What follows belongs to an exercise in optimizing a design on an open flow for small area and a short achievable clock period; a production flow would make more cautious choices. The RTL was checked by simulation tests, not by an equivalence proof against the original design. In every run shown here, the design's own scripts or RTL, not TritonCTS, make the clock network. The clock port is modelled as an ideal driver, which makes a skipped or thinned clock tree look cheaper than it is; a real chip needs a root buffer or a tree. Power figures rest on the tool's default switching activity, not on a simulated workload.

==> design.v <==
module wallace_mult_top (
    input  logic        clk,
    input  logic        arst_n,
    input  logic        in_valid,
    input  logic [15:0] a,
    input  logic [15:0] b,
    output logic        out_valid,
    output logic [31:0] product,
    output logic        busy
);
    logic [2:0] vld_q;
    logic       busy_q;
    always_ff @(posedge clk or negedge arst_n) begin
        if (!arst_n) begin
            vld_q  <= '0;
            busy_q <= 1'b0;
        end else begin
            vld_q  <= {vld_q[1:0], in_valid};
            busy_q <= in_valid | (|vld_q[1:0]);
        end
    end
    assign out_valid = vld_q[2];
    assign busy      = busy_q;
    logic [15:0] a_q;
    logic        b15_q;
    logic [7:0]  one_q, two_q, neg_q;
    logic [31:0] opa_n, opb_n, prod_d;
    logic pp1;
    logic pp2;
    logic pp3;
    logic pp4;
    logic pp5;
    logic pp6;
    logic pp7;
    logic pp8;
    logic pp9;
    logic pp10;
    logic pp11;
    logic pp12;
    logic pp13;
    logic pp14;
    logic pp15;
    logic pp16;
    logic pp17;
    logic ng18;
    logic sg19;
    logic pp20;
    logic pp21;
    logic pp22;
    logic pp23;
    logic pp24;
    logic pp25;
    logic pp26;
    logic pp27;
    logic pp28;
    logic pp29;
    logic pp30;
    logic pp31;
    logic pp32;
    logic pp33;
    logic pp34;
    logic pp35;
    logic pp36;
    logic ng37;
    logic sg38;
    logic pp39;
    logic pp40;
    logic pp41;
    logic pp42;
    logic pp43;
    logic pp44;
    logic pp45;
    logic pp46;
    logic pp47;
    logic pp48;
    logic pp49;
    logic pp50;
    logic pp51;
    logic pp52;
    logic pp53;
    logic pp54;
    logic pp55;
    logic ng56;
    logic sg57;
    logic pp58;
    logic pp59;
    logic pp60;
    logic pp61;
    logic pp62;
    logic pp63;
    logic pp64;
    logic pp65;
    logic pp66;
    logic pp67;
    logic pp68;
    logic pp69;
    logic pp70;
    logic pp71;
    logic pp72;
    logic pp73;
    logic pp74;
    logic ng75;
    logic sg76;
    logic pp77;
    logic pp78;
    logic pp79;
    logic pp80;
    logic pp81;
    logic pp82;
    logic pp83;
    logic pp84;
    logic pp85;
    logic pp86;
    logic pp87;
    logic pp88;
    logic pp89;
    logic pp90;
    logic pp91;
    logic pp92;
    logic pp93;
    logic ng94;
    logic sg95;
    logic pp96;
    logic pp97;
    logic pp98;
    logic pp99;
    logic pp100;
    logic pp101;
    logic pp102;
    logic pp103;
    logic pp104;
    logic pp105;
    logic pp106;
    logic pp107;
    logic pp108;
    logic pp109;
    logic pp110;
    logic pp111;
    logic pp112;
    logic ng113;
    logic sg114;
    logic pp115;
    logic pp116;
    logic pp117;
    logic pp118;
    logic pp119;
    logic pp120;
    logic pp121;
    logic pp122;
    logic pp123;
    logic pp124;
    logic pp125;
    logic pp126;
    logic pp127;
    logic pp128;
    logic pp129;
    logic pp130;
    logic pp131;
    logic ng132;
    logic sg133;
    logic pp134;
    logic pp135;
    logic pp136;
    logic pp137;
    logic pp138;
    logic pp139;
    logic pp140;
    logic pp141;
    logic pp142;
    logic pp143;
    logic pp144;
    logic pp145;
    logic pp146;
    logic pp147;
    logic pp148;
    logic pp149;
    logic pp150;
    logic ng151;
    logic sg152;
    logic pp153;
    logic pp154;
    logic pp155;
    logic pp156;
    logic pp157;
    logic pp158;
    logic pp159;
    logic pp160;
    logic pp161;
    logic pp162;
    logic pp163;
    logic pp164;
    logic pp165;
    logic pp166;
    logic pp167;
    logic pp168;
    logic s169;
    logic c170;
    logic s171;
    logic c172;
    logic s173;
    logic c174;
    logic s175;
    logic c176;
    logic s177;
    logic c178;
    logic s179;
    logic c180;
    logic s181;
    logic c182;
    logic s183;
    logic c184;
    logic s185;
    logic c186;
    logic s187;
    logic c188;
    logic s189;
    logic c190;
    logic s191;
    logic c192;
    logic s193;
    logic c194;
    logic s195;
    logic c196;
    logic s197;
    logic c198;
    logic s199;
    logic c200;
    logic s201;
    logic c202;
    logic s203;
    logic c204;
    logic s205;
    logic c206;
    logic s207;
    logic c208;
    logic s209;
    logic c210;
    logic s211;
    logic c212;
    logic s213;
    logic c214;
    logic s215;
    logic c216;
    logic s217;
    logic c218;
    logic s219;
    logic c220;
    logic s221;
    logic c222;
    logic s223;
    logic c224;
    logic s225;
    logic c226;
    logic s227;
    logic c228;
    logic s229;
    logic c230;
    logic s231;
    logic c232;
    logic s233;
    logic c234;
    logic s235;
    logic c236;
    logic s237;
    logic c238;
    logic s239;
    logic c240;
    logic s241;
    logic c242;
    logic s243;
    logic c244;
    logic s245;
    logic c246;
    logic s247;
    logic c248;
    logic s249;
    logic c250;
    logic s251;
    logic c252;
    logic s253;
    logic c254;
    logic s255;
    logic c256;
    logic s257;
    logic c258;
    logic s259;
    logic c260;
    logic s261;
    logic c262;
    logic s263;
    logic c264;
    logic s265;
    logic c266;
    logic s267;
    logic c268;
    logic s269;
    logic c270;
    logic s271;
    logic c272;
    logic s273;
    logic c274;
    logic s275;
    logic c276;
    logic s277;
    logic c278;
    logic s279;
    logic c280;
    logic s281;
    logic c282;
    logic s283;
    logic c284;
    logic s285;
    logic c286;
    logic s287;
    logic c288;
    logic s289;
    logic c290;
    logic s291;
    logic c292;
    logic s293;
    logic c294;
    logic s295;
    logic c296;
    logic s297;
    logic c298;
    logic s299;
    logic c300;
    logic s301;
    logic c302;
    logic s303;
    logic c304;
    logic s305;
    logic c306;
    logic s307;
    logic c308;
    logic s309;
    logic c310;
    logic s311;
    logic c312;
    logic s313;
    logic c314;
    logic s315;
    logic c316;
    logic s317;
    logic c318;
    logic s319;
    logic c320;
    logic s321;
    logic c322;
    logic s323;
    logic c324;
    logic s325;
    logic c326;
    logic s327;
    logic c328;
    logic s329;
    logic c330;
    logic s331;
    logic c332;
    logic s333;
    logic c334;
    logic s335;
    logic c336;
    logic s337;
    logic c338;
    logic s339;
    logic c340;
    logic s341;
    logic c342;
    logic s343;
    logic c344;
    logic s345;
    logic c346;
    logic s347;
    logic c348;
    logic s349;
    logic c350;
    logic s351;
    logic c352;
    logic s353;
    logic c354;
    logic s355;
    logic c356;
    logic s357;
    logic c358;
    logic s359;
    logic c360;
    logic s361;
    logic c362;
    logic s363;
    logic c364;
    logic s365;
    logic c366;
    logic s367;
    logic c368;
    logic s369;
    logic c370;
    logic s371;
    logic c372;
    logic s373;
    logic c374;
    logic s375;
    logic c376;
    logic s377;
    logic c378;
    logic s379;
    logic c380;
    logic s381;
    logic c382;
    logic s383;
    logic c384;
    logic s385;
    logic c386;
    logic s387;
    logic c388;
    logic s389;
    logic c390;
    logic s391;
    logic c392;
    logic s393;
    logic c394;
    logic s395;
    logic c396;
    logic s397;
    logic c398;
    logic s399;
    logic c400;
    logic s401;
    logic c402;
    logic s403;
    logic c404;
    logic s405;
    logic c406;
    logic s407;
    logic c408;
    logic s409;
    logic c410;
    logic s411;
    logic c412;
    logic s413;
    logic c414;
    logic s415;
    logic c416;
    logic s417;
    logic c418;
    logic s419;
    logic c420;
    logic s421;
    logic c422;
    logic s423;
    logic c424;
    logic s425;
    logic c426;
    logic s427;
    logic c428;
    logic s429;
    logic c430;
    logic s431;
    logic c432;
    logic s433;
    logic c434;
    logic s435;
    logic c436;
    logic s437;
    logic c438;
    logic s439;
    logic c440;
    logic s441;
    logic c442;
    logic s443;
    logic c444;
    logic r0_c0_0;
    logic r0_c1_0;
    logic r0_c2_0;
    logic r0_c3_0;
    logic r0_c4_0;
    logic r0_c4_1;
    logic r0_c5_0;
    logic r0_c6_0;
    logic r0_c6_1;
    logic r0_c6_2;
    logic r0_c7_0;
    logic r0_c7_1;
    logic r0_c8_0;
    logic r0_c8_1;
    logic r0_c9_0;
    logic r0_c9_1;
    logic r0_c10_0;
    logic r0_c10_1;
    logic r0_c11_0;
    logic r0_c11_1;
    logic r0_c12_0;
    logic r0_c12_1;
    logic r0_c13_0;
    logic r0_c13_1;
    logic r0_c14_0;
    logic r0_c14_1;
    logic r0_c15_0;
    logic r0_c15_1;
    logic r0_c16_0;
    logic r0_c16_1;
    logic r0_c16_2;
    logic r0_c17_0;
    logic r0_c17_1;
    logic r0_c18_0;
    logic r0_c18_1;
    logic r0_c19_0;
    logic r0_c19_1;
    logic r0_c19_2;
    logic r0_c20_0;
    logic r0_c20_1;
    logic r0_c21_0;
    logic r0_c21_1;
    logic r0_c21_2;
    logic r0_c22_0;
    logic r0_c22_1;
    logic r0_c23_0;
    logic r0_c23_1;
    logic r0_c23_2;
    logic r0_c24_0;
    logic r0_c24_1;
    logic r0_c25_0;
    logic r0_c26_0;
    logic r0_c26_1;
    logic r0_c26_2;
    logic r0_c27_0;
    logic r0_c28_0;
    logic r0_c28_1;
    logic r0_c28_2;
    logic r0_c29_0;
    logic r0_c30_0;
    logic r0_c31_0;
    logic r0_c31_1;
    assign pp1 = ~(((a_q[0] & one_q[0]) | (1'b0 & two_q[0])) ^ neg_q[0]);
    assign pp2 = ~(((a_q[1] & one_q[0]) | (a_q[0] & two_q[0])) ^ neg_q[0]);
    assign pp3 = ~(((a_q[2] & one_q[0]) | (a_q[1] & two_q[0])) ^ neg_q[0]);
    assign pp4 = ~(((a_q[3] & one_q[0]) | (a_q[2] & two_q[0])) ^ neg_q[0]);
    assign pp5 = ~(((a_q[4] & one_q[0]) | (a_q[3] & two_q[0])) ^ neg_q[0]);
    assign pp6 = ~(((a_q[5] & one_q[0]) | (a_q[4] & two_q[0])) ^ neg_q[0]);
    assign pp7 = ~(((a_q[6] & one_q[0]) | (a_q[5] & two_q[0])) ^ neg_q[0]);
    assign pp8 = ~(((a_q[7] & one_q[0]) | (a_q[6] & two_q[0])) ^ neg_q[0]);
    assign pp9 = ~(((a_q[8] & one_q[0]) | (a_q[7] & two_q[0])) ^ neg_q[0]);
    assign pp10 = ~(((a_q[9] & one_q[0]) | (a_q[8] & two_q[0])) ^ neg_q[0]);
    assign pp11 = ~(((a_q[10] & one_q[0]) | (a_q[9] & two_q[0])) ^ neg_q[0]);
    assign pp12 = ~(((a_q[11] & one_q[0]) | (a_q[10] & two_q[0])) ^ neg_q[0]);
    assign pp13 = ~(((a_q[12] & one_q[0]) | (a_q[11] & two_q[0])) ^ neg_q[0]);
    assign pp14 = ~(((a_q[13] & one_q[0]) | (a_q[12] & two_q[0])) ^ neg_q[0]);
    assign pp15 = ~(((a_q[14] & one_q[0]) | (a_q[13] & two_q[0])) ^ neg_q[0]);
    assign pp16 = ~(((a_q[15] & one_q[0]) | (a_q[14] & two_q[0])) ^ neg_q[0]);
    assign pp17 = ~(((1'b0 & one_q[0]) | (a_q[15] & two_q[0])) ^ neg_q[0]);
    assign ng18 = ~neg_q[0];
    assign sg19 = neg_q[0];
    assign pp20 = ~(((a_q[0] & one_q[1]) | (1'b0 & two_q[1])) ^ neg_q[1]);
    assign pp21 = ~(((a_q[1] & one_q[1]) | (a_q[0] & two_q[1])) ^ neg_q[1]);
    assign pp22 = ~(((a_q[2] & one_q[1]) | (a_q[1] & two_q[1])) ^ neg_q[1]);
    assign pp23 = ~(((a_q[3] & one_q[1]) | (a_q[2] & two_q[1])) ^ neg_q[1]);
    assign pp24 = ~(((a_q[4] & one_q[1]) | (a_q[3] & two_q[1])) ^ neg_q[1]);
    assign pp25 = ~(((a_q[5] & one_q[1]) | (a_q[4] & two_q[1])) ^ neg_q[1]);
    assign pp26 = ~(((a_q[6] & one_q[1]) | (a_q[5] & two_q[1])) ^ neg_q[1]);
    assign pp27 = ~(((a_q[7] & one_q[1]) | (a_q[6] & two_q[1])) ^ neg_q[1]);
    assign pp28 = ~(((a_q[8] & one_q[1]) | (a_q[7] & two_q[1])) ^ neg_q[1]);
    assign pp29 = ~(((a_q[9] & one_q[1]) | (a_q[8] & two_q[1])) ^ neg_q[1]);
    assign pp30 = ~(((a_q[10] & one_q[1]) | (a_q[9] & two_q[1])) ^ neg_q[1]);
    assign pp31 = ~(((a_q[11] & one_q[1]) | (a_q[10] & two_q[1])) ^ neg_q[1]);
    assign pp32 = ~(((a_q[12] & one_q[1]) | (a_q[11] & two_q[1])) ^ neg_q[1]);
    assign pp33 = ~(((a_q[13] & one_q[1]) | (a_q[12] & two_q[1])) ^ neg_q[1]);
    assign pp34 = ~(((a_q[14] & one_q[1]) | (a_q[13] & two_q[1])) ^ neg_q[1]);
    assign pp35 = ~(((a_q[15] & one_q[1]) | (a_q[14] & two_q[1])) ^ neg_q[1]);
    assign pp36 = ~(((1'b0 & one_q[1]) | (a_q[15] & two_q[1])) ^ neg_q[1]);
    assign ng37 = ~neg_q[1];
    assign sg38 = neg_q[1];
    assign pp39 = ~(((a_q[0] & one_q[2]) | (1'b0 & two_q[2])) ^ neg_q[2]);
    assign pp40 = ~(((a_q[1] & one_q[2]) | (a_q[0] & two_q[2])) ^ neg_q[2]);
    assign pp41 = ~(((a_q[2] & one_q[2]) | (a_q[1] & two_q[2])) ^ neg_q[2]);
    assign pp42 = ~(((a_q[3] & one_q[2]) | (a_q[2] & two_q[2])) ^ neg_q[2]);
    assign pp43 = ~(((a_q[4] & one_q[2]) | (a_q[3] & two_q[2])) ^ neg_q[2]);
    assign pp44 = ~(((a_q[5] & one_q[2]) | (a_q[4] & two_q[2])) ^ neg_q[2]);
    assign pp45 = ~(((a_q[6] & one_q[2]) | (a_q[5] & two_q[2])) ^ neg_q[2]);
    assign pp46 = ~(((a_q[7] & one_q[2]) | (a_q[6] & two_q[2])) ^ neg_q[2]);
    assign pp47 = ~(((a_q[8] & one_q[2]) | (a_q[7] & two_q[2])) ^ neg_q[2]);
    assign pp48 = ~(((a_q[9] & one_q[2]) | (a_q[8] & two_q[2])) ^ neg_q[2]);
    assign pp49 = ~(((a_q[10] & one_q[2]) | (a_q[9] & two_q[2])) ^ neg_q[2]);
    assign pp50 = ~(((a_q[11] & one_q[2]) | (a_q[10] & two_q[2])) ^ neg_q[2]);
    assign pp51 = ~(((a_q[12] & one_q[2]) | (a_q[11] & two_q[2])) ^ neg_q[2]);
    assign pp52 = ~(((a_q[13] & one_q[2]) | (a_q[12] & two_q[2])) ^ neg_q[2]);
    assign pp53 = ~(((a_q[14] & one_q[2]) | (a_q[13] & two_q[2])) ^ neg_q[2]);
    assign pp54 = ~(((a_q[15] & one_q[2]) | (a_q[14] & two_q[2])) ^ neg_q[2]);
    assign pp55 = ~(((1'b0 & one_q[2]) | (a_q[15] & two_q[2])) ^ neg_q[2]);
    assign ng56 = ~neg_q[2];
    assign sg57 = neg_q[2];
    assign pp58 = ~(((a_q[0] & one_q[3]) | (1'b0 & two_q[3])) ^ neg_q[3]);
    assign pp59 = ~(((a_q[1] & one_q[3]) | (a_q[0] & two_q[3])) ^ neg_q[3]);
    assign pp60 = ~(((a_q[2] & one_q[3]) | (a_q[1] & two_q[3])) ^ neg_q[3]);
    assign pp61 = ~(((a_q[3] & one_q[3]) | (a_q[2] & two_q[3])) ^ neg_q[3]);
    assign pp62 = ~(((a_q[4] & one_q[3]) | (a_q[3] & two_q[3])) ^ neg_q[3]);
    assign pp63 = ~(((a_q[5] & one_q[3]) | (a_q[4] & two_q[3])) ^ neg_q[3]);
    assign pp64 = ~(((a_q[6] & one_q[3]) | (a_q[5] & two_q[3])) ^ neg_q[3]);
    assign pp65 = ~(((a_q[7] & one_q[3]) | (a_q[6] & two_q[3])) ^ neg_q[3]);
    assign pp66 = ~(((a_q[8] & one_q[3]) | (a_q[7] & two_q[3])) ^ neg_q[3]);
    assign pp67 = ~(((a_q[9] & one_q[3]) | (a_q[8] & two_q[3])) ^ neg_q[3]);
    assign pp68 = ~(((a_q[10] & one_q[3]) | (a_q[9] & two_q[3])) ^ neg_q[3]);
    assign pp69 = ~(((a_q[11] & one_q[3]) | (a_q[10] & two_q[3])) ^ neg_q[3]);
    assign pp70 = ~(((a_q[12] & one_q[3]) | (a_q[11] & two_q[3])) ^ neg_q[3]);
    assign pp71 = ~(((a_q[13] & one_q[3]) | (a_q[12] & two_q[3])) ^ neg_q[3]);
    assign pp72 = ~(((a_q[14] & one_q[3]) | (a_q[13] & two_q[3])) ^ neg_q[3]);
    assign pp73 = ~(((a_q[15] & one_q[3]) | (a_q[14] & two_q[3])) ^ neg_q[3]);
    assign pp74 = ~(((1'b0 & one_q[3]) | (a_q[15] & two_q[3])) ^ neg_q[3]);
    assign ng75 = ~neg_q[3];
    assign sg76 = neg_q[3];
    assign pp77 = ~(((a_q[0] & one_q[4]) | (1'b0 & two_q[4])) ^ neg_q[4]);
    assign pp78 = ~(((a_q[1] & one_q[4]) | (a_q[0] & two_q[4])) ^ neg_q[4]);
    assign pp79 = ~(((a_q[2] & one_q[4]) | (a_q[1] & two_q[4])) ^ neg_q[4]);
    assign pp80 = ~(((a_q[3] & one_q[4]) | (a_q[2] & two_q[4])) ^ neg_q[4]);
    assign pp81 = ~(((a_q[4] & one_q[4]) | (a_q[3] & two_q[4])) ^ neg_q[4]);
    assign pp82 = ~(((a_q[5] & one_q[4]) | (a_q[4] & two_q[4])) ^ neg_q[4]);
    assign pp83 = ~(((a_q[6] & one_q[4]) | (a_q[5] & two_q[4])) ^ neg_q[4]);
    assign pp84 = ~(((a_q[7] & one_q[4]) | (a_q[6] & two_q[4])) ^ neg_q[4]);
    assign pp85 = ~(((a_q[8] & one_q[4]) | (a_q[7] & two_q[4])) ^ neg_q[4]);
    assign pp86 = ~(((a_q[9] & one_q[4]) | (a_q[8] & two_q[4])) ^ neg_q[4]);
    assign pp87 = ~(((a_q[10] & one_q[4]) | (a_q[9] & two_q[4])) ^ neg_q[4]);
    assign pp88 = ~(((a_q[11] & one_q[4]) | (a_q[10] & two_q[4])) ^ neg_q[4]);
    assign pp89 = ~(((a_q[12] & one_q[4]) | (a_q[11] & two_q[4])) ^ neg_q[4]);
    assign pp90 = ~(((a_q[13] & one_q[4]) | (a_q[12] & two_q[4])) ^ neg_q[4]);
    assign pp91 = ~(((a_q[14] & one_q[4]) | (a_q[13] & two_q[4])) ^ neg_q[4]);
    assign pp92 = ~(((a_q[15] & one_q[4]) | (a_q[14] & two_q[4])) ^ neg_q[4]);
    assign pp93 = ~(((1'b0 & one_q[4]) | (a_q[15] & two_q[4])) ^ neg_q[4]);
    assign ng94 = ~neg_q[4];
    assign sg95 = neg_q[4];
    assign pp96 = ~(((a_q[0] & one_q[5]) | (1'b0 & two_q[5])) ^ neg_q[5]);
    assign pp97 = ~(((a_q[1] & one_q[5]) | (a_q[0] & two_q[5])) ^ neg_q[5]);
    assign pp98 = ~(((a_q[2] & one_q[5]) | (a_q[1] & two_q[5])) ^ neg_q[5]);
    assign pp99 = ~(((a_q[3] & one_q[5]) | (a_q[2] & two_q[5])) ^ neg_q[5]);
    assign pp100 = ~(((a_q[4] & one_q[5]) | (a_q[3] & two_q[5])) ^ neg_q[5]);
    assign pp101 = ~(((a_q[5] & one_q[5]) | (a_q[4] & two_q[5])) ^ neg_q[5]);
    assign pp102 = ~(((a_q[6] & one_q[5]) | (a_q[5] & two_q[5])) ^ neg_q[5]);
    assign pp103 = ~(((a_q[7] & one_q[5]) | (a_q[6] & two_q[5])) ^ neg_q[5]);
    assign pp104 = ~(((a_q[8] & one_q[5]) | (a_q[7] & two_q[5])) ^ neg_q[5]);
    assign pp105 = ~(((a_q[9] & one_q[5]) | (a_q[8] & two_q[5])) ^ neg_q[5]);
    assign pp106 = ~(((a_q[10] & one_q[5]) | (a_q[9] & two_q[5])) ^ neg_q[5]);
    assign pp107 = ~(((a_q[11] & one_q[5]) | (a_q[10] & two_q[5])) ^ neg_q[5]);
    assign pp108 = ~(((a_q[12] & one_q[5]) | (a_q[11] & two_q[5])) ^ neg_q[5]);
    assign pp109 = ~(((a_q[13] & one_q[5]) | (a_q[12] & two_q[5])) ^ neg_q[5]);
    assign pp110 = ~(((a_q[14] & one_q[5]) | (a_q[13] & two_q[5])) ^ neg_q[5]);
    assign pp111 = ~(((a_q[15] & one_q[5]) | (a_q[14] & two_q[5])) ^ neg_q[5]);
    assign pp112 = ~(((1'b0 & one_q[5]) | (a_q[15] & two_q[5])) ^ neg_q[5]);
    assign ng113 = ~neg_q[5];
    assign sg114 = neg_q[5];
    assign pp115 = ~(((a_q[0] & one_q[6]) | (1'b0 & two_q[6])) ^ neg_q[6]);
    assign pp116 = ~(((a_q[1] & one_q[6]) | (a_q[0] & two_q[6])) ^ neg_q[6]);
    assign pp117 = ~(((a_q[2] & one_q[6]) | (a_q[1] & two_q[6])) ^ neg_q[6]);
    assign pp118 = ~(((a_q[3] & one_q[6]) | (a_q[2] & two_q[6])) ^ neg_q[6]);
    assign pp119 = ~(((a_q[4] & one_q[6]) | (a_q[3] & two_q[6])) ^ neg_q[6]);
    assign pp120 = ~(((a_q[5] & one_q[6]) | (a_q[4] & two_q[6])) ^ neg_q[6]);
    assign pp121 = ~(((a_q[6] & one_q[6]) | (a_q[5] & two_q[6])) ^ neg_q[6]);
    assign pp122 = ~(((a_q[7] & one_q[6]) | (a_q[6] & two_q[6])) ^ neg_q[6]);
    assign pp123 = ~(((a_q[8] & one_q[6]) | (a_q[7] & two_q[6])) ^ neg_q[6]);
    assign pp124 = ~(((a_q[9] & one_q[6]) | (a_q[8] & two_q[6])) ^ neg_q[6]);
    assign pp125 = ~(((a_q[10] & one_q[6]) | (a_q[9] & two_q[6])) ^ neg_q[6]);
    assign pp126 = ~(((a_q[11] & one_q[6]) | (a_q[10] & two_q[6])) ^ neg_q[6]);
    assign pp127 = ~(((a_q[12] & one_q[6]) | (a_q[11] & two_q[6])) ^ neg_q[6]);
    assign pp128 = ~(((a_q[13] & one_q[6]) | (a_q[12] & two_q[6])) ^ neg_q[6]);
    assign pp129 = ~(((a_q[14] & one_q[6]) | (a_q[13] & two_q[6])) ^ neg_q[6]);
    assign pp130 = ~(((a_q[15] & one_q[6]) | (a_q[14] & two_q[6])) ^ neg_q[6]);
    assign pp131 = ~(((1'b0 & one_q[6]) | (a_q[15] & two_q[6])) ^ neg_q[6]);
    assign ng132 = ~neg_q[6];
    assign sg133 = neg_q[6];
    assign pp134 = ~(((a_q[0] & one_q[7]) | (1'b0 & two_q[7])) ^ neg_q[7]);
    assign pp135 = ~(((a_q[1] & one_q[7]) | (a_q[0] & two_q[7])) ^ neg_q[7]);
    assign pp136 = ~(((a_q[2] & one_q[7]) | (a_q[1] & two_q[7])) ^ neg_q[7]);
    assign pp137 = ~(((a_q[3] & one_q[7]) | (a_q[2] & two_q[7])) ^ neg_q[7]);
    assign pp138 = ~(((a_q[4] & one_q[7]) | (a_q[3] & two_q[7])) ^ neg_q[7]);
    assign pp139 = ~(((a_q[5] & one_q[7]) | (a_q[4] & two_q[7])) ^ neg_q[7]);
    assign pp140 = ~(((a_q[6] & one_q[7]) | (a_q[5] & two_q[7])) ^ neg_q[7]);
    assign pp141 = ~(((a_q[7] & one_q[7]) | (a_q[6] & two_q[7])) ^ neg_q[7]);
    assign pp142 = ~(((a_q[8] & one_q[7]) | (a_q[7] & two_q[7])) ^ neg_q[7]);
    assign pp143 = ~(((a_q[9] & one_q[7]) | (a_q[8] & two_q[7])) ^ neg_q[7]);
    assign pp144 = ~(((a_q[10] & one_q[7]) | (a_q[9] & two_q[7])) ^ neg_q[7]);
    assign pp145 = ~(((a_q[11] & one_q[7]) | (a_q[10] & two_q[7])) ^ neg_q[7]);
    assign pp146 = ~(((a_q[12] & one_q[7]) | (a_q[11] & two_q[7])) ^ neg_q[7]);
    assign pp147 = ~(((a_q[13] & one_q[7]) | (a_q[12] & two_q[7])) ^ neg_q[7]);
    assign pp148 = ~(((a_q[14] & one_q[7]) | (a_q[13] & two_q[7])) ^ neg_q[7]);
    assign pp149 = ~(((a_q[15] & one_q[7]) | (a_q[14] & two_q[7])) ^ neg_q[7]);
    assign pp150 = ~(((1'b0 & one_q[7]) | (a_q[15] & two_q[7])) ^ neg_q[7]);
    assign ng151 = ~neg_q[7];
    assign sg152 = neg_q[7];
    assign pp153 = ~(a_q[0] & b15_q);
    assign pp154 = ~(a_q[1] & b15_q);
    assign pp155 = ~(a_q[2] & b15_q);
    assign pp156 = ~(a_q[3] & b15_q);
    assign pp157 = ~(a_q[4] & b15_q);
    assign pp158 = ~(a_q[5] & b15_q);
    assign pp159 = ~(a_q[6] & b15_q);
    assign pp160 = ~(a_q[7] & b15_q);
    assign pp161 = ~(a_q[8] & b15_q);
    assign pp162 = ~(a_q[9] & b15_q);
    assign pp163 = ~(a_q[10] & b15_q);
    assign pp164 = ~(a_q[11] & b15_q);
    assign pp165 = ~(a_q[12] & b15_q);
    assign pp166 = ~(a_q[13] & b15_q);
    assign pp167 = ~(a_q[14] & b15_q);
    assign pp168 = ~(a_q[15] & b15_q);
    mfa u_ha0 (.x(ng18), .y(pp1), .z(1'b1), .s(s169), .c(c170));
    mfa u_ha1 (.x(pp2), .y(c170), .z(1'b1), .s(s171), .c(c172));
    mfa u_fa0 (.x(ng37), .y(pp20), .z(pp3), .s(s173), .c(c174));
    mfa u_ha2 (.x(s173), .y(c172), .z(1'b1), .s(s175), .c(c176));
    mfa u_fa1 (.x(pp21), .y(pp4), .z(c174), .s(s177), .c(c178));
    mfa u_ha3 (.x(s177), .y(c176), .z(1'b1), .s(s179), .c(c180));
    mfa u_fa2 (.x(ng56), .y(pp22), .z(pp39), .s(s181), .c(c182));
    mfa u_fa3 (.x(pp5), .y(s181), .z(c178), .s(s183), .c(c184));
    mfa u_fa4 (.x(pp23), .y(pp40), .z(pp6), .s(s185), .c(c186));
    mfa u_fa5 (.x(c182), .y(s185), .z(c184), .s(s187), .c(c188));
    mfa u_fa6 (.x(ng75), .y(pp24), .z(pp41), .s(s189), .c(c190));
    mfa u_fa7 (.x(pp58), .y(pp7), .z(c186), .s(s191), .c(c192));
    mfa u_fa8 (.x(pp25), .y(pp42), .z(pp59), .s(s193), .c(c194));
    mfa u_fa9 (.x(pp8), .y(c190), .z(s193), .s(s195), .c(c196));
    mfa u_fa10 (.x(ng94), .y(pp26), .z(pp43), .s(s197), .c(c198));
    mfa u_fa11 (.x(pp60), .y(pp77), .z(pp9), .s(s199), .c(c200));
    mfa u_fa12 (.x(c194), .y(s197), .z(s199), .s(s201), .c(c202));
    mfa u_fa13 (.x(pp10), .y(pp27), .z(pp44), .s(s203), .c(c204));
    mfa u_fa14 (.x(pp61), .y(pp78), .z(c198), .s(s205), .c(c206));
    mfa u_fa15 (.x(c200), .y(s203), .z(c202), .s(s207), .c(c208));
    mfa u_fa16 (.x(ng113), .y(pp11), .z(pp28), .s(s209), .c(c210));
    mfa u_fa17 (.x(pp45), .y(pp62), .z(pp79), .s(s211), .c(c212));
    mfa u_fa18 (.x(pp96), .y(c204), .z(s209), .s(s213), .c(c214));
    mfa u_fa19 (.x(s211), .y(c206), .z(s213), .s(s215), .c(c216));
    mfa u_fa20 (.x(pp12), .y(pp29), .z(pp46), .s(s217), .c(c218));
    mfa u_fa21 (.x(pp63), .y(pp80), .z(pp97), .s(s219), .c(c220));
    mfa u_fa22 (.x(c210), .y(c212), .z(s217), .s(s221), .c(c222));
    mfa u_fa23 (.x(s219), .y(c214), .z(s221), .s(s223), .c(c224));
    mfa u_fa24 (.x(ng132), .y(pp115), .z(pp13), .s(s225), .c(c226));
    mfa u_fa25 (.x(pp30), .y(pp47), .z(pp64), .s(s227), .c(c228));
    mfa u_fa26 (.x(pp81), .y(pp98), .z(c218), .s(s229), .c(c230));
    mfa u_fa27 (.x(c220), .y(s225), .z(s227), .s(s231), .c(c232));
    mfa u_fa28 (.x(c222), .y(s229), .z(s231), .s(s233), .c(c234));
    mfa u_fa29 (.x(pp116), .y(pp14), .z(pp31), .s(s235), .c(c236));
    mfa u_fa30 (.x(pp48), .y(pp65), .z(pp82), .s(s237), .c(c238));
    mfa u_fa31 (.x(pp99), .y(c226), .z(c228), .s(s239), .c(c240));
    mfa u_fa32 (.x(s235), .y(s237), .z(c230), .s(s241), .c(c242));
    mfa u_fa33 (.x(c232), .y(s239), .z(s241), .s(s243), .c(c244));
    mfa u_fa34 (.x(ng151), .y(pp100), .z(pp117), .s(s245), .c(c246));
    mfa u_fa35 (.x(pp134), .y(pp15), .z(pp32), .s(s247), .c(c248));
    mfa u_fa36 (.x(pp49), .y(pp66), .z(pp83), .s(s249), .c(c250));
    mfa u_fa37 (.x(c236), .y(c238), .z(s245), .s(s251), .c(c252));
    mfa u_fa38 (.x(s247), .y(s249), .z(c240), .s(s253), .c(c254));
    mfa u_fa39 (.x(s251), .y(c242), .z(s253), .s(s255), .c(c256));
    mfa u_fa40 (.x(pp101), .y(pp118), .z(pp135), .s(s257), .c(c258));
    mfa u_fa41 (.x(pp16), .y(pp33), .z(pp50), .s(s259), .c(c260));
    mfa u_fa42 (.x(pp67), .y(pp84), .z(c246), .s(s261), .c(c262));
    mfa u_fa43 (.x(c248), .y(c250), .z(s257), .s(s263), .c(c264));
    mfa u_fa44 (.x(s259), .y(c252), .z(s261), .s(s265), .c(c266));
    mfa u_fa45 (.x(s263), .y(c254), .z(s265), .s(s267), .c(c268));
    mfa u_fa46 (.x(pp153), .y(pp102), .z(pp119), .s(s269), .c(c270));
    mfa u_fa47 (.x(pp136), .y(pp17), .z(pp34), .s(s271), .c(c272));
    mfa u_fa48 (.x(pp51), .y(pp68), .z(pp85), .s(s273), .c(c274));
    mfa u_fa49 (.x(c258), .y(c260), .z(s269), .s(s275), .c(c276));
    mfa u_fa50 (.x(s271), .y(s273), .z(c262), .s(s277), .c(c278));
    mfa u_fa51 (.x(c264), .y(s275), .z(c266), .s(s279), .c(c280));
    mha u_hc0 (.x(sg19), .y(pp154), .s(s281), .c(c282));
    mfa u_fa52 (.x(pp103), .y(pp120), .z(pp137), .s(s283), .c(c284));
    mfa u_fa53 (.x(pp35), .y(pp52), .z(pp69), .s(s285), .c(c286));
    mfa u_fa54 (.x(pp86), .y(s281), .z(c270), .s(s287), .c(c288));
    mfa u_fa55 (.x(c272), .y(c274), .z(s283), .s(s289), .c(c290));
    mfa u_fa56 (.x(s285), .y(c276), .z(s287), .s(s291), .c(c292));
    mfa u_fa57 (.x(s289), .y(c278), .z(s291), .s(s293), .c(c294));
    mha u_hc1 (.x(pp155), .y(pp104), .s(s295), .c(c296));
    mfa u_fa58 (.x(pp121), .y(pp138), .z(pp36), .s(s297), .c(c298));
    mfa u_fa59 (.x(pp53), .y(pp70), .z(pp87), .s(s299), .c(c300));
    mfa u_fa60 (.x(c282), .y(s295), .z(c284), .s(s301), .c(c302));
    mfa u_fa61 (.x(c286), .y(s297), .z(s299), .s(s303), .c(c304));
    mfa u_fa62 (.x(c288), .y(c290), .z(s301), .s(s305), .c(c306));
    mfa u_fa63 (.x(s303), .y(c292), .z(s305), .s(s307), .c(c308));
    mfa u_fa64 (.x(sg38), .y(pp156), .z(pp105), .s(s309), .c(c310));
    mfa u_fa65 (.x(pp122), .y(pp139), .z(pp54), .s(s311), .c(c312));
    mfa u_fa66 (.x(pp71), .y(pp88), .z(c296), .s(s313), .c(c314));
    mfa u_fa67 (.x(c298), .y(c300), .z(s309), .s(s315), .c(c316));
    mfa u_fa68 (.x(s311), .y(s313), .z(c302), .s(s317), .c(c318));
    mfa u_fa69 (.x(c304), .y(s315), .z(c306), .s(s319), .c(c320));
    mha u_hc2 (.x(pp157), .y(pp106), .s(s321), .c(c322));
    mfa u_fa70 (.x(pp123), .y(pp140), .z(pp55), .s(s323), .c(c324));
    mfa u_fa71 (.x(pp72), .y(pp89), .z(s321), .s(s325), .c(c326));
    mfa u_fa72 (.x(c310), .y(c312), .z(s323), .s(s327), .c(c328));
    mfa u_fa73 (.x(c314), .y(s325), .z(c316), .s(s329), .c(c330));
    mfa u_fa74 (.x(s327), .y(c318), .z(s329), .s(s331), .c(c332));
    mfa u_fa75 (.x(sg57), .y(pp158), .z(pp107), .s(s333), .c(c334));
    mfa u_fa76 (.x(pp124), .y(pp141), .z(pp73), .s(s335), .c(c336));
    mfa u_fa77 (.x(pp90), .y(c322), .z(c324), .s(s337), .c(c338));
    mfa u_fa78 (.x(s333), .y(s335), .z(c326), .s(s339), .c(c340));
    mfa u_fa79 (.x(c328), .y(s337), .z(s339), .s(s341), .c(c342));
    mha u_hc3 (.x(pp159), .y(pp108), .s(s343), .c(c344));
    mfa u_fa80 (.x(pp125), .y(pp142), .z(pp74), .s(s345), .c(c346));
    mfa u_fa81 (.x(pp91), .y(s343), .z(c334), .s(s347), .c(c348));
    mfa u_fa82 (.x(c336), .y(s345), .z(c338), .s(s349), .c(c350));
    mfa u_fa83 (.x(s347), .y(c340), .z(s349), .s(s351), .c(c352));
    mfa u_fa84 (.x(sg76), .y(pp160), .z(pp109), .s(s353), .c(c354));
    mfa u_fa85 (.x(pp126), .y(pp143), .z(pp92), .s(s355), .c(c356));
    mfa u_fa86 (.x(c344), .y(c346), .z(s353), .s(s357), .c(c358));
    mfa u_fa87 (.x(s355), .y(c348), .z(s357), .s(s359), .c(c360));
    mha u_hc4 (.x(pp161), .y(pp110), .s(s361), .c(c362));
    mfa u_fa88 (.x(pp127), .y(pp144), .z(pp93), .s(s363), .c(c364));
    mfa u_fa89 (.x(s361), .y(c354), .z(c356), .s(s365), .c(c366));
    mfa u_fa90 (.x(s363), .y(c358), .z(s365), .s(s367), .c(c368));
    mfa u_fa91 (.x(sg95), .y(pp162), .z(pp111), .s(s369), .c(c370));
    mfa u_fa92 (.x(pp128), .y(pp145), .z(c362), .s(s371), .c(c372));
    mfa u_fa93 (.x(c364), .y(s369), .z(s371), .s(s373), .c(c374));
    mfa u_fa94 (.x(c366), .y(s373), .z(c368), .s(s375), .c(c376));
    mha u_hc5 (.x(pp163), .y(pp112), .s(s377), .c(c378));
    mfa u_fa95 (.x(pp129), .y(pp146), .z(s377), .s(s379), .c(c380));
    mfa u_fa96 (.x(c370), .y(c372), .z(s379), .s(s381), .c(c382));
    mfa u_fa97 (.x(sg114), .y(pp164), .z(pp130), .s(s383), .c(c384));
    mfa u_fa98 (.x(pp147), .y(c378), .z(s383), .s(s385), .c(c386));
    mfa u_fa99 (.x(c380), .y(s385), .z(c382), .s(s387), .c(c388));
    mha u_hc6 (.x(pp165), .y(pp131), .s(s389), .c(c390));
    mfa u_fa100 (.x(pp148), .y(s389), .z(c384), .s(s391), .c(c392));
    mfa u_fa101 (.x(sg133), .y(pp166), .z(pp149), .s(s393), .c(c394));
    mfa u_fa102 (.x(c390), .y(s393), .z(c392), .s(s395), .c(c396));
    mha u_hc7 (.x(pp167), .y(pp150), .s(s397), .c(c398));
    mfa u_fa103 (.x(s397), .y(c394), .z(c396), .s(s399), .c(c400));
    mfa u_fa104 (.x(sg152), .y(pp168), .z(c398), .s(s401), .c(c402));
    mfa u_fa105 (.x(r0_c6_0), .y(r0_c6_1), .z(r0_c6_2), .s(s403), .c(c404));
    mfa u_ha4 (.x(r0_c7_0), .y(r0_c7_1), .z(1'b1), .s(s405), .c(c406));
    mfa u_ha5 (.x(r0_c8_0), .y(r0_c8_1), .z(1'b1), .s(s407), .c(c408));
    mfa u_ha6 (.x(r0_c9_0), .y(r0_c9_1), .z(1'b1), .s(s409), .c(c410));
    mfa u_ha7 (.x(r0_c10_0), .y(r0_c10_1), .z(1'b1), .s(s411), .c(c412));
    mfa u_ha8 (.x(r0_c11_0), .y(r0_c11_1), .z(1'b1), .s(s413), .c(c414));
    mfa u_ha9 (.x(r0_c12_0), .y(r0_c12_1), .z(1'b1), .s(s415), .c(c416));
    mfa u_ha10 (.x(r0_c13_0), .y(r0_c13_1), .z(1'b1), .s(s417), .c(c418));
    mfa u_ha11 (.x(r0_c14_0), .y(r0_c14_1), .z(1'b1), .s(s419), .c(c420));
    mfa u_ha12 (.x(r0_c15_0), .y(r0_c15_1), .z(1'b1), .s(s421), .c(c422));
    mfa u_fa106 (.x(r0_c16_0), .y(r0_c16_1), .z(r0_c16_2), .s(s423), .c(c424));
    mfa u_ha13 (.x(r0_c17_0), .y(r0_c17_1), .z(1'b1), .s(s425), .c(c426));
    mfa u_ha14 (.x(r0_c18_0), .y(r0_c18_1), .z(1'b1), .s(s427), .c(c428));
    mfa u_fa107 (.x(r0_c19_0), .y(r0_c19_1), .z(r0_c19_2), .s(s429), .c(c430));
    mfa u_ha15 (.x(r0_c20_0), .y(r0_c20_1), .z(1'b1), .s(s431), .c(c432));
    mfa u_fa108 (.x(r0_c21_0), .y(r0_c21_1), .z(r0_c21_2), .s(s433), .c(c434));
    mfa u_ha16 (.x(r0_c22_0), .y(r0_c22_1), .z(1'b1), .s(s435), .c(c436));
    mfa u_fa109 (.x(r0_c23_0), .y(r0_c23_1), .z(r0_c23_2), .s(s437), .c(c438));
    mfa u_ha17 (.x(r0_c24_0), .y(r0_c24_1), .z(1'b1), .s(s439), .c(c440));
    mfa u_fa110 (.x(r0_c26_0), .y(r0_c26_1), .z(r0_c26_2), .s(s441), .c(c442));
    mfa u_fa111 (.x(r0_c28_0), .y(r0_c28_1), .z(r0_c28_2), .s(s443), .c(c444));
    assign opa_n = {r0_c31_0, r0_c30_0, r0_c29_0, s443, r0_c27_0, s441, r0_c25_0, c438, c436, c434, c432, c430, c428, c426, c424, c422, c420, c418, c416, c414, c412, c410, c408, c406, c404, s403, r0_c5_0, r0_c4_0, r0_c3_0, r0_c2_0, r0_c1_0, r0_c0_0};
    assign opb_n = {r0_c31_1, 1'b1, c444, 1'b1, c442, 1'b1, c440, s439, s437, s435, s433, s431, s429, s427, s425, s423, s421, s419, s417, s415, s413, s411, s409, s407, s405, 1'b1, 1'b1, r0_c4_1, 1'b1, 1'b1, 1'b1, 1'b1};
    assign prod_d = ~(opa_n + opb_n + 32'd1);
    always_ff @(posedge clk) begin
        a_q <= a;
        one_q[0] <= b[0] ^ 1'b0;
        two_q[0] <= (b[1] & ~b[0] & ~1'b0) | (~b[1] & b[0] & 1'b0);
        neg_q[0] <= b[1] & ~(b[0] & 1'b0);
        one_q[1] <= b[2] ^ b[1];
        two_q[1] <= (b[3] & ~b[2] & ~b[1]) | (~b[3] & b[2] & b[1]);
        neg_q[1] <= b[3] & ~(b[2] & b[1]);
        one_q[2] <= b[4] ^ b[3];
        two_q[2] <= (b[5] & ~b[4] & ~b[3]) | (~b[5] & b[4] & b[3]);
        neg_q[2] <= b[5] & ~(b[4] & b[3]);
        one_q[3] <= b[6] ^ b[5];
        two_q[3] <= (b[7] & ~b[6] & ~b[5]) | (~b[7] & b[6] & b[5]);
        neg_q[3] <= b[7] & ~(b[6] & b[5]);
        one_q[4] <= b[8] ^ b[7];
        two_q[4] <= (b[9] & ~b[8] & ~b[7]) | (~b[9] & b[8] & b[7]);
        neg_q[4] <= b[9] & ~(b[8] & b[7]);
        one_q[5] <= b[10] ^ b[9];
        two_q[5] <= (b[11] & ~b[10] & ~b[9]) | (~b[11] & b[10] & b[9]);
        neg_q[5] <= b[11] & ~(b[10] & b[9]);
        one_q[6] <= b[12] ^ b[11];
        two_q[6] <= (b[13] & ~b[12] & ~b[11]) | (~b[13] & b[12] & b[11]);
        neg_q[6] <= b[13] & ~(b[12] & b[11]);
        one_q[7] <= b[14] ^ b[13];
        two_q[7] <= (b[15] & ~b[14] & ~b[13]) | (~b[15] & b[14] & b[13]);
        neg_q[7] <= b[15] & ~(b[14] & b[13]);
        b15_q <= b[15];
        r0_c0_0 <= s169;
        r0_c1_0 <= s171;
        r0_c2_0 <= s175;
        r0_c3_0 <= s179;
        r0_c4_0 <= s183;
        r0_c4_1 <= c180;
        r0_c5_0 <= s187;
        r0_c6_0 <= s189;
        r0_c6_1 <= s191;
        r0_c6_2 <= c188;
        r0_c7_0 <= c192;
        r0_c7_1 <= s195;
        r0_c8_0 <= c196;
        r0_c8_1 <= s201;
        r0_c9_0 <= s205;
        r0_c9_1 <= s207;
        r0_c10_0 <= c208;
        r0_c10_1 <= s215;
        r0_c11_0 <= c216;
        r0_c11_1 <= s223;
        r0_c12_0 <= c224;
        r0_c12_1 <= s233;
        r0_c13_0 <= c234;
        r0_c13_1 <= s243;
        r0_c14_0 <= c244;
        r0_c14_1 <= s255;
        r0_c15_0 <= c256;
        r0_c15_1 <= s267;
        r0_c16_0 <= s277;
        r0_c16_1 <= c268;
        r0_c16_2 <= s279;
        r0_c17_0 <= c280;
        r0_c17_1 <= s293;
        r0_c18_0 <= c294;
        r0_c18_1 <= s307;
        r0_c19_0 <= s317;
        r0_c19_1 <= c308;
        r0_c19_2 <= s319;
        r0_c20_0 <= c320;
        r0_c20_1 <= s331;
        r0_c21_0 <= c330;
        r0_c21_1 <= s341;
        r0_c21_2 <= c332;
        r0_c22_0 <= c342;
        r0_c22_1 <= s351;
        r0_c23_0 <= c350;
        r0_c23_1 <= s359;
        r0_c23_2 <= c352;
        r0_c24_0 <= s367;
        r0_c24_1 <= c360;
        r0_c25_0 <= s375;
        r0_c26_0 <= c374;
        r0_c26_1 <= s381;
        r0_c26_2 <= c376;
        r0_c27_0 <= s387;
        r0_c28_0 <= c386;
        r0_c28_1 <= s391;
        r0_c28_2 <= c388;
        r0_c29_0 <= s395;
        r0_c30_0 <= s399;
        r0_c31_0 <= s401;
        r0_c31_1 <= c400;
        product <= prod_d;
    end
endmodule
module mfa (input logic x, input logic y, input logic z, output logic s, output logic c);
    assign s = x ^ y ^ z;
    assign c = (x & y) | (x & z) | (y & z);
endmodule
module mha (input logic x, input logic y, output logic s, output logic c);
    assign s = x ^ y;
    assign c = x & y;
endmodule
==> flow/run.sh <==
#!/bin/bash
# The standard ORFS layout (standard.sh, with its synthesis unchanged) with three changes:
#  - every port is buffered with buf_2 instead of the default delay buffer (clkdlybuf4s50_1);
#  - the clock tree is built by flow/cts_pre.tcl instead of TritonCTS: the clock port drives
#    4 clkinv_8 cells, each driving 2 clkinv_8 leaf cells placed at the centres of k-means
#    clusters of the flip-flops, so every flip-flop's clock passes the same two inverters;
#  - repair_timing aims for 8.1 ns of extra setup slack (SETUP_SLACK_MARGIN).
# make's output goes to standard_flow.log; each ORFS step keeps its own log in orfs/logs.
set -euo pipefail
export BUFFER_PORTS_ARGS="-buffer_cell sky130_fd_sc_hd__buf_2"
export SETUP_SLACK_MARGIN=8.1
export SKIP_REPAIR_TIE_FANOUT=1
export PRE_CTS_TCL="$(pwd)/flow/cts_pre.tcl"
export PRE_GLOBAL_PLACE_TCL="$(pwd)/flow/place_pre.tcl"
export CLK_NLEAF=8
export CLK_NL1=4
export CLK_LEAF_CELL=sky130_fd_sc_hd__clkinv_8
export CLK_L1_CELL=sky130_fd_sc_hd__clkinv_8
bash standard.sh > standard_flow.log 2>&1
==> flow/cts_pre.tcl <==
proc env_or { name dflt } {
  if { [info exists ::env($name)] && $::env($name) ne "" } { return $::env($name) }
  return $dflt
}
set nleaf [env_or CLK_NLEAF 8]
set nl1 [env_or CLK_NL1 2]
set leafcell [env_or CLK_LEAF_CELL sky130_fd_sc_hd__clkbuf_16]
set l1cell [env_or CLK_L1_CELL sky130_fd_sc_hd__clkbuf_16]

# Balanced k-means: pts is a list of {x y}; returns {assignment centres}
proc kmeans { pts k {slack 1} } {
  set n [llength $pts]
  set cx 0; set cy 0
  foreach p $pts { set cx [expr {$cx + [lindex $p 0]}]; set cy [expr {$cy + [lindex $p 1]}] }
  set cx [expr {$cx / $n}]; set cy [expr {$cy / $n}]
  set order {}
  for {set i 0} {$i < $n} {incr i} {
    set p [lindex $pts $i]
    lappend order [list $i [expr {atan2([lindex $p 1]-$cy, [lindex $p 0]-$cx)}]]
  }
  set order [lsort -real -index 1 $order]
  set cent {}
  for {set c 0} {$c < $k} {incr c} {
    set sx 0; set sy 0; set m 0
    for {set j [expr {$c * $n / $k}]} {$j < ($c + 1) * $n / $k} {incr j} {
      set p [lindex $pts [lindex [lindex $order $j] 0]]
      set sx [expr {$sx + [lindex $p 0]}]; set sy [expr {$sy + [lindex $p 1]}]; incr m
    }
    if {$m == 0} { lappend cent [list $cx $cy] } else { lappend cent [list [expr {$sx / $m}] [expr {$sy / $m}]] }
  }
  set cap [expr {int(ceil(double($n) / $k)) + $slack}]
  for {set iter 0} {$iter < 40} {incr iter} {
    set cnt [lrepeat $k 0]
    set assign [lrepeat $n -1]
    set cand {}
    for {set i 0} {$i < $n} {incr i} {
      set p [lindex $pts $i]
      set best 1e18
      for {set c 0} {$c < $k} {incr c} {
        set d [expr {abs([lindex $p 0]-[lindex $cent $c 0]) + abs([lindex $p 1]-[lindex $cent $c 1])}]
        if {$d < $best} { set best $d }
      }
      lappend cand [list $i $best]
    }
    foreach ib [lsort -real -decreasing -index 1 $cand] {
      set i [lindex $ib 0]; set p [lindex $pts $i]
      set bk -1; set best 1e18
      for {set c 0} {$c < $k} {incr c} {
        if {[lindex $cnt $c] >= $cap} continue
        set d [expr {abs([lindex $p 0]-[lindex $cent $c 0]) + abs([lindex $p 1]-[lindex $cent $c 1])}]
        if {$d < $best} { set best $d; set bk $c }
      }
      lset assign $i $bk
      lset cnt $bk [expr {[lindex $cnt $bk] + 1}]
    }
    set newc {}
    for {set c 0} {$c < $k} {incr c} {
      set sx 0; set sy 0; set m 0
      for {set i 0} {$i < $n} {incr i} {
        if {[lindex $assign $i] == $c} {
          set sx [expr {$sx + [lindex $pts $i 0]}]; set sy [expr {$sy + [lindex $pts $i 1]}]; incr m
        }
      }
      if {$m > 0} { lappend newc [list [expr {$sx / $m}] [expr {$sy / $m}]] } else { lappend newc [lindex $cent $c] }
    }
    set cent $newc
  }
  return [list $assign $cent]
}

proc add_buffer { block master name in_net x y } {
  set inst [odb::dbInst_create $block $master $name]
  set net [odb::dbNet_create $block "${name}_net"]
  $net setSigType CLOCK
  [$inst findITerm A] connect $in_net
  set out [$inst findITerm X]
  if { $out eq "NULL" } { set out [$inst findITerm Y] }
  $out connect $net
  $inst setLocation [expr {int($x)}] [expr {int($y)}]
  $inst setPlacementStatus PLACED
  return $net
}

set block [ord::get_db_block]
set db [ord::get_db]
set clk_net [$block findNet clk]
set sinks {}
foreach it [$clk_net getITerms] {
  if { [$it isInputSignal] } { lappend sinks $it }
}
set pts {}
foreach it $sinks {
  set bb [[$it getInst] getBBox]
  lappend pts [list [expr {([$bb xMin] + [$bb xMax]) / 2.0}] [expr {([$bb yMin] + [$bb yMax]) / 2.0}]]
}
puts "manual clock tree: [llength $sinks] sinks, $nleaf leaf buffers, $nl1 first-level buffers"
lassign [kmeans $pts $nleaf] leaf_of leaf_cent
if { $nl1 > 0 } {
  lassign [kmeans $leaf_cent $nl1 0] l1_of l1_cent
  for {set g 0} {$g < $nl1} {incr g} {
    set l1net($g) [add_buffer $block [$db findMaster $l1cell] "clkbuf_l1_$g" $clk_net {*}[lindex $l1_cent $g]]
  }
}
for {set c 0} {$c < $nleaf} {incr c} {
  set src $clk_net
  if { $nl1 > 0 } { set src $l1net([lindex $l1_of $c]) }
  set leafnet($c) [add_buffer $block [$db findMaster $leafcell] "clkbuf_leaf_$c" $src {*}[lindex $leaf_cent $c]]
}
for {set i 0} {$i < [llength $sinks]} {incr i} {
  set it [lindex $sinks $i]
  $it disconnect
  $it connect $leafnet([lindex $leaf_of $i])
}
# TritonCTS is not run: the buffers above are the whole tree.
proc clock_tree_synthesis { args } {
  puts "clock_tree_synthesis skipped: clock buffers were placed by cts_pre.tcl"
  set_propagated_clock [all_clocks]
}
# cts.tcl clones clock inverters next to their loads after this hook; the inverter pairs
# above are already placed by their loads, so that step is skipped as well.
proc repair_clock_inverters { args } {
  puts "repair_clock_inverters skipped: clock tree built by cts_pre.tcl"
}
==> flow/place_pre.tcl <==
# Port buffers: a small buf_1 on each input (it drives one flip-flop) and buf_2 on each
# output (it drives the 0.01 pF output load). Every port still gets its own buffer.
rename buffer_ports orfs_buffer_ports
proc buffer_ports { args } {
  orfs_buffer_ports -inputs -buffer_cell sky130_fd_sc_hd__buf_1
  orfs_buffer_ports -outputs -buffer_cell sky130_fd_sc_hd__buf_2
}
==> standard.sh <==
#!/bin/bash
# synth_recipe.tcl (not shown) runs the flow's synth.tcl, then flattens the netlist and writes it again
# the make line also repeats each setting of config.mk as NAME=value (left out here)
make -C /OpenROAD-flow-scripts/flow DESIGN_CONFIG=/design/flow/config.mk WORK_HOME=/design/flow/orfs CLKGATE_MAP_FILE= SYNTH_SCRIPT=/design/flow/synth_recipe.tcl "${@:-finish}"
==> config.mk <==
export PLATFORM = sky130hd
export DESIGN_NAME = wallace_mult_top
export DESIGN_NICKNAME = wallace_mult_top
export VERILOG_FILES = /design/flow/design.v
export SDC_FILE = /design/flow/constraint.sdc
export NUM_CORES = 4
export LEC_CHECK = 0
export CAP_MARGIN = 20
export CORE_MARGIN = 2
export CORE_UTILIZATION = 40
export SLEW_MARGIN = 20
export SYNTH_HIERARCHICAL = 1
export SYNTH_MINIMUM_KEEP_SIZE = 0
==> constraint.sdc <==
create_clock -name core_clock -period 11.0 [get_ports {clk}]
set_input_delay 2.2000 -clock core_clock [delete_from_list [all_inputs] [get_ports {clk}]]
set_output_delay 2.2000 -clock core_clock [all_outputs]
set_load 0.01 [all_outputs]
==> results_dict.tcl, run 1 <==
set metrics [dict create \
    drtPass1Iterations 5 \
    die_h_um 159.0 \
    clkPwrFrac_pct 7.2 \
    power_switching_w 0.001501 \
    grt_pass1_wl_um 35580 \
    syn-num-nets 1081 \
    hold_class "reg2reg" \
    crit_fanout 14 \
    ant_nets 0 \
    postSynth.asyncResetShare_pct 2.878 \
    synth-edff-count 0 \
    final_nets 1118 \
    cap_violations 0 \
    die_area_um2 25270 \
    worstSetupPathType "reg2reg" \
    path_clk_slew_ns 0.07 \
    start_util_pct 40.80 \
    combPwrFrac_pct 66.3 \
    syn_area_per_cell_um2 10.94 \
    ys_warn_count 7 \
    worst_r2r_path_depth 6 \
    swShare_pct 46.44 \
    dr.first_iter.drc_count 624 \
    layout-drive-gt1-share_pct 16.43 \
    place_congestion 0.8948 \
    startpoint_type "flop" \
    cp_data_required_time_ns 11.03 \
    cp_slowest_stage_delay_ns 0.54 \
    final_cell_mix "xnor2_1, fa_1, a22oi_1" \
    worstSkewPairLatency_ns 0.15 \
    p_seq_share_pct 26.4 \
    grt_overflow 0 \
    antenna_cells 0 \
    synthDistinctLibCells 46 \
    peakVddDrop_mv 0.1145 \
    drc 0 \
    slowest_stage "fa_1" \
    ios 69 \
    yosysSeqAreaShare_pct 29.18 \
    holdWs_ns 0.3604 \
    fin_crit_ns 2.843 \
    finalHoldViolCount 0 \
    status "complete, no violations" \
    p_leak_nw 3.966 \
    clock-skew-final_ns 0.02380 \
    intPower_w 0.001731 \
    powerDensity_nw_per_um2 301.8 \
    grt_pass1_vias 6441 \
    worstPathArrival_ns 2.87 \
    synth_area_um2 9604 \
    post-route-util_pct 45.49 \
    cp_common_cell "fa_1" \
    setup_violations 0 \
    hpwlAfterDp_um 16330 \
    die_w_um 159.0 \
    drt-vias-per-instance 5.307 \
    rsz0062_at_grt "yes" \
    final_common_cell "xnor2_1" \
    antenna_found_initial 0 \
    fmax_ghz 0.3517 \
    synthFlopType "dfxtp_1" \
    setup-tns-final_ns 0 \
    p_total_w 0.003233 \
    core_um2 23540 \
    routed_wl_um 22900 \
    min_delay_path_depth 1 \
    end_kind "flop" \
    placed_area_um2 10010 \
    rows 56 \
    synth_seq_cells 139 \
    syn_inst 878 \
    routedWlPerCell_um 18.59 \
    drv_slew 0 \
    grtUsageTotal_pct 17.30 \
    crit_path_cell_trace "a22oi_1 -> xnor2_2 -> fa_1 -> fa_1 -> fa_1 -> fa_1" \
    grt_max_degree 20 \
    routed-via-count 6538 \
    fin_area_um2 10710 \
    timing.final.crit_share_pct 25.85 \
    layout-area-overhead-vs-synth_pct 11.52 \
    port_buffers 68 \
]
==> worst paths after layout <==
path | from | end | slack (ns)
worst min register to register | r0_c2_0$_DFF_P_ | product[2]$_DFF_P_ | 0.36
worst min-delay path | r0_c2_0$_DFF_P_ | product[2]$_DFF_P_ | 0.36
max in group asynchronous | arst_n | busy_q$_DFF_PN0_ | 8.94
min in group asynchronous | arst_n | vld_q[0]$_DFF_PN0_ | 1.89
worst max-delay path | a_q[5]$_DFF_P_ | r0_c18_1$_DFF_P_ | 8.16
worst max register to register | a_q[5]$_DFF_P_ | r0_c18_1$_DFF_P_ | 8.16
==> worst max-delay path, delay by kind of cell, from the launching register on <==
family	cells	cell delay, ns
AOI/OAI and AO/OA	1	0.28
xor gates and xnor gates	1	0.13
adders and majority gates	4	1.90
DFF	1	0.41
==> sequential cells by signal, indices dropped and copies added, names as in the netlist, 3 cells and up <==
signal   count
neg_q        8
one_q        8
two_q        8
product     32
vld_q        3
a_q         16
==> power groups by stage <==
| stage | combinational, W | sequential, W | clock [W] |
|---|---|---|---|
| after floorplan | 0.00162 | 0.000847 | 0 |
| after global placement | 0.00211 | 0.000866 | 0 |
| after detailed placement | 0.00213 | 0.000870 | 0 |
| after CTS | 0.00214 | 0.000858 | 0.000251 |
| after global routing | 0.00244 | 0.000876 | 0.000269 |
| final | 0.00214 | 0.000855 | 0.000233 |
==> Yosys stat by module, one instance, submodules excluded <==
module,cells inside,cell area (um^2),copies in the design,flip-flops and latches
mfa,1,20.02,130,0
wallace_mult_top,740,6902,1,139
mha,1,12.51,8,0
==> logic make-up after synthesis <==
group | after synthesis | share of synthesized area, %
compound gates | 194 | 14.12
other cells | 1 | 0.03905
xor+xnor | 162 | 14.77
simple gates | 118 | 6.084
fa+ha+maj | 168 | 32.05
flops | 139 | 29.18
buf+inv | 96 | 3.752
==> per-stage QoR <==
stage,instances,setup WS (ns)
floorplan,878,8.040
global placement,1187,7.498
detailed placement,1187,7.547
CTS,1199,8.073
global route,1232,8.065
finish,1232,8.157
==> synth_stat cells (4+ instances only) <==
| master | number | share of area [%] |
|---|---|---|
| o21ai_0 | 22 | 1.1 |
| xor2_1 | 12 | 1.1 |
| a22oi_1 | 120 | 9.4 |
| nand2b_1 | 13 | 0.85 |
| dfxtp_1 | 135 | 28 |
| nor2b_1 | 10 | 0.65 |
| nor2_1 | 15 | 0.59 |
| ha_1 | 38 | 5.0 |
| xnor2_1 | 150 | 14 |
| a21oi_1 | 23 | 1.2 |
| inv_1 | 10 | 0.39 |
| nand2_1 | 56 | 2.2 |
| clkbuf_1 | 67 | 2.6 |
| dfrtp_1 | 4 | 1.0 |
| nand3b_1 | 7 | 0.55 |
| buf_1 | 11 | 0.43 |
| fa_1 | 130 | 27 |
| inv_2 | 8 | 0.31 |
| a21o_1 | 4 | 0.31 |
| o21bai_1 | 4 | 0.31 |
==> what timing repair did <==
action / in CTS / in global routing
endpoints found under the setup margin: 32 / 23
gates resized for setup: 69 / 28
pin swaps: 0 / 1
hold buffers: 0 / 0
buffers inserted: 0 / 33
==> layer usage <==
metal	GRT usage (%)	vias up	share of wire (%)
met5	0	-	0
met4	4.339	0	2.7
met3	1.928	43	7.5
met2	26.38	297	42
met1	26.33	3173	48
li1	-	3025	-
==> final cells by class <==
cell class,count,area (um^2)
Fill cell,2282,12830
Multi-Input combinational cell,643,6529
Sequential cell,139,2929
Timing Repair Buffer,101,558.0
Tap cell,319,399.1
Inverter,30,295.3
==> inputs of run 2 (changes only) <==
==> flow/run.sh (replaced) <==
#!/bin/bash
# The standard ORFS layout (standard.sh, with its synthesis unchanged) with these changes:
#  - every port still gets its own buffer, but flow/place_pre.tcl (PRE_GLOBAL_PLACE_TCL)
#    picks buf_1 for the inputs (each drives one flip-flop) and buf_2 for the outputs,
#    instead of the default delay buffer (clkdlybuf4s50_1);
#  - the tie cell is not copied once per load (SKIP_REPAIR_TIE_FANOUT);
#  - the clock tree is built by flow/cts_pre.tcl (PRE_CTS_TCL) instead of TritonCTS: the
#    clock port drives 4 clkinv_8 cells, each driving 2 clkinv_8 leaf cells placed at the
#    centres of k-means clusters of the flip-flops, so every flip-flop's clock passes the
#    same two inverters;
#  - repair_timing aims for 8.1 ns of extra setup slack (SETUP_SLACK_MARGIN).
# make's output goes to standard_flow.log; each ORFS step keeps its own log in orfs/logs.
set -euo pipefail
export BUFFER_PORTS_ARGS="-buffer_cell sky130_fd_sc_hd__buf_2"
export SETUP_SLACK_MARGIN=8.1
export SKIP_REPAIR_TIE_FANOUT=1
export PRE_CTS_TCL="$(pwd)/flow/cts_pre.tcl"
export PRE_GLOBAL_PLACE_TCL="$(pwd)/flow/place_pre.tcl"
export CLK_NLEAF=8
export CLK_NL1=4
export CLK_LEAF_CELL=sky130_fd_sc_hd__clkinv_8
export CLK_L1_CELL=sky130_fd_sc_hd__clkinv_8
bash standard.sh > standard_flow.log 2>&1
==> results_dict.tcl, run 2 <==
set metrics [dict create \
    largest_reg_flops 32 \
    synth.top_cells.by_area "dfxtp_1, fa_1, xnor2_1" \
    setup_violations 0 \
    timing.final.crit_share_pct 25.85 \
    synth_top_area_share_pct 28.14 \
    status "complete, no violations" \
    synthDistinctLibCells 46 \
    ios 69 \
    syn_area_per_cell_um2 10.94 \
    ant_nets 0 \
    cap_violations 0 \
    rsz0062_at_grt "yes" \
    top_regs "product (32), a_q (16)" \
    final_cell_mix "xnor2_1, fa_1, a22oi_1" \
    drtPass1Iterations 5 \
    grt_overflow 0 \
    crit_fanout 14 \
    syn_inst 878 \
    crit_path_cell_trace "a22oi_1 -> xnor2_2 -> fa_1 -> fa_1 -> fa_1 -> fa_1" \
    layout-drive-gt1-share_pct 16.43 \
    postSynth.asyncResetShare_pct 2.878 \
    end_kind "flop" \
    setup-tns-final_ns 0 \
    grt_pass1_vias 6441 \
    synth_most_common_cell "xnor2_1" \
    slowest_stage "fa_1" \
    core_um2 23540 \
    grt_max_degree 20 \
    routed-via-count 6538 \
    drc 0 \
    path_clk_slew_ns 0.07 \
    layout-area-overhead-vs-synth_pct 11.52 \
    drt-vias-per-instance 5.307 \
    synth_area_um2 9604 \
    clock-skew-final_ns 0.02380 \
    placed_area_um2 10010 \
    routedWlPerCell_um 18.59 \
    fin_crit_ns 2.843 \
    synth_seq_cells 139 \
    fmax_ghz 0.3517 \
    synth_top_cell_by_area "dfxtp_1" \
    powerDensity_nw_per_um2 301.8 \
    drv_slew 0 \
    die_w_um 159.0 \
    yosysSeqAreaShare_pct 29.18 \
    hold_class "reg2reg" \
    finalHoldViolCount 0 \
    cts_hold_buffers 0 \
    rows 56 \
    start_util_pct 40.80 \
    hpwlAfterDp_um 16330 \
    dr.first_iter.drc_count 624 \
    regMostFlops "product" \
    grtUsageTotal_pct 17.30 \
    worstPathArrival_ns 2.87 \
    final_common_cell "xnor2_1" \
    startpoint_type "flop" \
    cp_common_cell "fa_1" \
    p_leak_nw 3.966 \
    routed_wl_um 22900 \
    fin_area_um2 10710 \
    peakVddDrop_mv 0.1145 \
    synthFlopType "dfxtp_1" \
    final_nets 1118 \
    cp_slowest_stage_delay_ns 0.54 \
    worstSkewPairLatency_ns 0.15 \
    yosys-top-cells-count "xnor2_1, dfxtp_1, fa_1, a22oi_1, clkbuf_1" \
    cp_data_required_time_ns 11.03 \
    ys_warn_count 7 \
    die_area_um2 25270 \
    die_h_um 159.0 \
    antenna_cells 0 \
    antenna_found_initial 0 \
    port_buffers 68 \
    syn-num-nets 1081 \
    worstSetupPathType "reg2reg" \
    grt_pass1_wl_um 35580 \
    place_congestion 0.8948 \
    synth-edff-count 0 \
]
-- run 2: worst paths after layout --
path,from,end,slack (ns),depth (start not counted)
hold reg to reg,r0_c2_0$_DFF_P_,product[2]$_DFF_P_,0.36,1
min in group asynchronous,arst_n,vld_q[0]$_DFF_PN0_,1.89,1
hold / removal,r0_c2_0$_DFF_P_,product[2]$_DFF_P_,0.36,1
setup reg to reg,a_q[5]$_DFF_P_,r0_c18_1$_DFF_P_,8.16,6
max in group asynchronous,arst_n,busy_q$_DFF_PN0_,8.94,1
setup / recovery,a_q[5]$_DFF_P_,r0_c18_1$_DFF_P_,8.16,6
-- run 2: what timing repair did --
item	4_1_cts	5_1_grt
setup buffers	0	33
resized for setup	69	28
setup endpoints to repair	32	23
pin swaps	0	1
-- run 2: worst max-delay path, delay by kind of cell, from the launching register on --
family / cells / cell delay, ns
fa+ha+maj: 4 / 1.90
flops: 1 / 0.41
xor+xnor: 1 / 0.13
compound gates: 1 / 0.28
-- run 2: Yosys stat by module, one instance, submodules excluded --
module / cell area [um^2] / times used
wallace_mult_top: 6902 / 1
mha: 12.51 / 8
mfa: 20.02 / 130
-- run 2: metrics by stage --
step                std cells  total power [W]  hold WS, ns  setup slack [ns]  util, %
detailed placement       1187         0.003002       0.3488             7.547    42.53
global route             1232         0.003587       0.3689             8.065    45.49
global placement         1187         0.002976       0.3398             7.498    42.53
finish                   1232         0.003233       0.3604             8.157    45.49
CTS                      1199         0.003248       0.3649             8.073    43.96
floorplan                 878         0.002468       0.3379             8.040        -
-- run 2: kinds of logic after synthesis --
family / after synthesis / synth area share, %
compound gates: 194 / 14.12
xor+xnor: 162 / 14.77
other cells: 1 / 0.03905
buf+inv: 96 / 3.752
flops: 139 / 29.18
fa+ha+maj: 168 / 32.05
simple gates: 118 / 6.084
-- run 2: power by group --
| part | switching (W) | total, W | internal [W] |
|---|---|---|---|
| clock network | 0.000185 | 0.000233 | 0.0000485 |
| logic | 0.00120 | 0.00214 | 0.000946 |
| registers | 0.000117 | 0.000855 | 0.000737 |
-- run 2: area by class of cell --
class | instances | area, um^2
Multi-Input combinational cell | 643 | 6529
Inverter | 30 | 295.3
Tap cell | 319 | 399.1
Timing Repair Buffer | 101 | 558.0
Fill cell | 2282 | 12830
Sequential cell | 139 | 2929
-- run 2: layer usage --
metal / wire, um / GRT usage, % / vias up / share of wire, %
met5: 0 / 0 / - / 0
met3: 1718 / 1.928 / 43 / 7.5
met2: 9635 / 26.38 / 297 / 42
met1: 10920 / 26.33 / 3173 / 48
met4: 629 / 4.339 / 0 / 2.7
li1: - / - / 3025 / -

==> separate check: timing with driven ports <==
No port has a modelled driver above. Below, the same layouts with a new extraction and two added sets of constraints.
Step 1: set_driving_cell puts a clkbuf_16 on clk and a buf_2 on each other input, an assumption about the parent block.
Step 2 times the ports against the registers' clock, not the clock port: input delays grow and output delays shrink by t, the midpoint of the rising clock arrivals with the driver on.
a / b / c = ideal ports / drivers / drivers and shift; a / b = the first two.
| run | t, ns | setup slack, ns | clock arrival spread, ns | worst slew at a driven data input, ns |
|---|---|---|---|---|
| run 1 | 0.292 | 8.157 / 8.034 / 8.156 | 0.024 / 0.025 | 0.03 |
| run 2 | 0.292 | 8.157 / 8.034 / 8.156 | 0.024 / 0.025 | 0.03 |
After both steps every run listed still meets setup and hold.
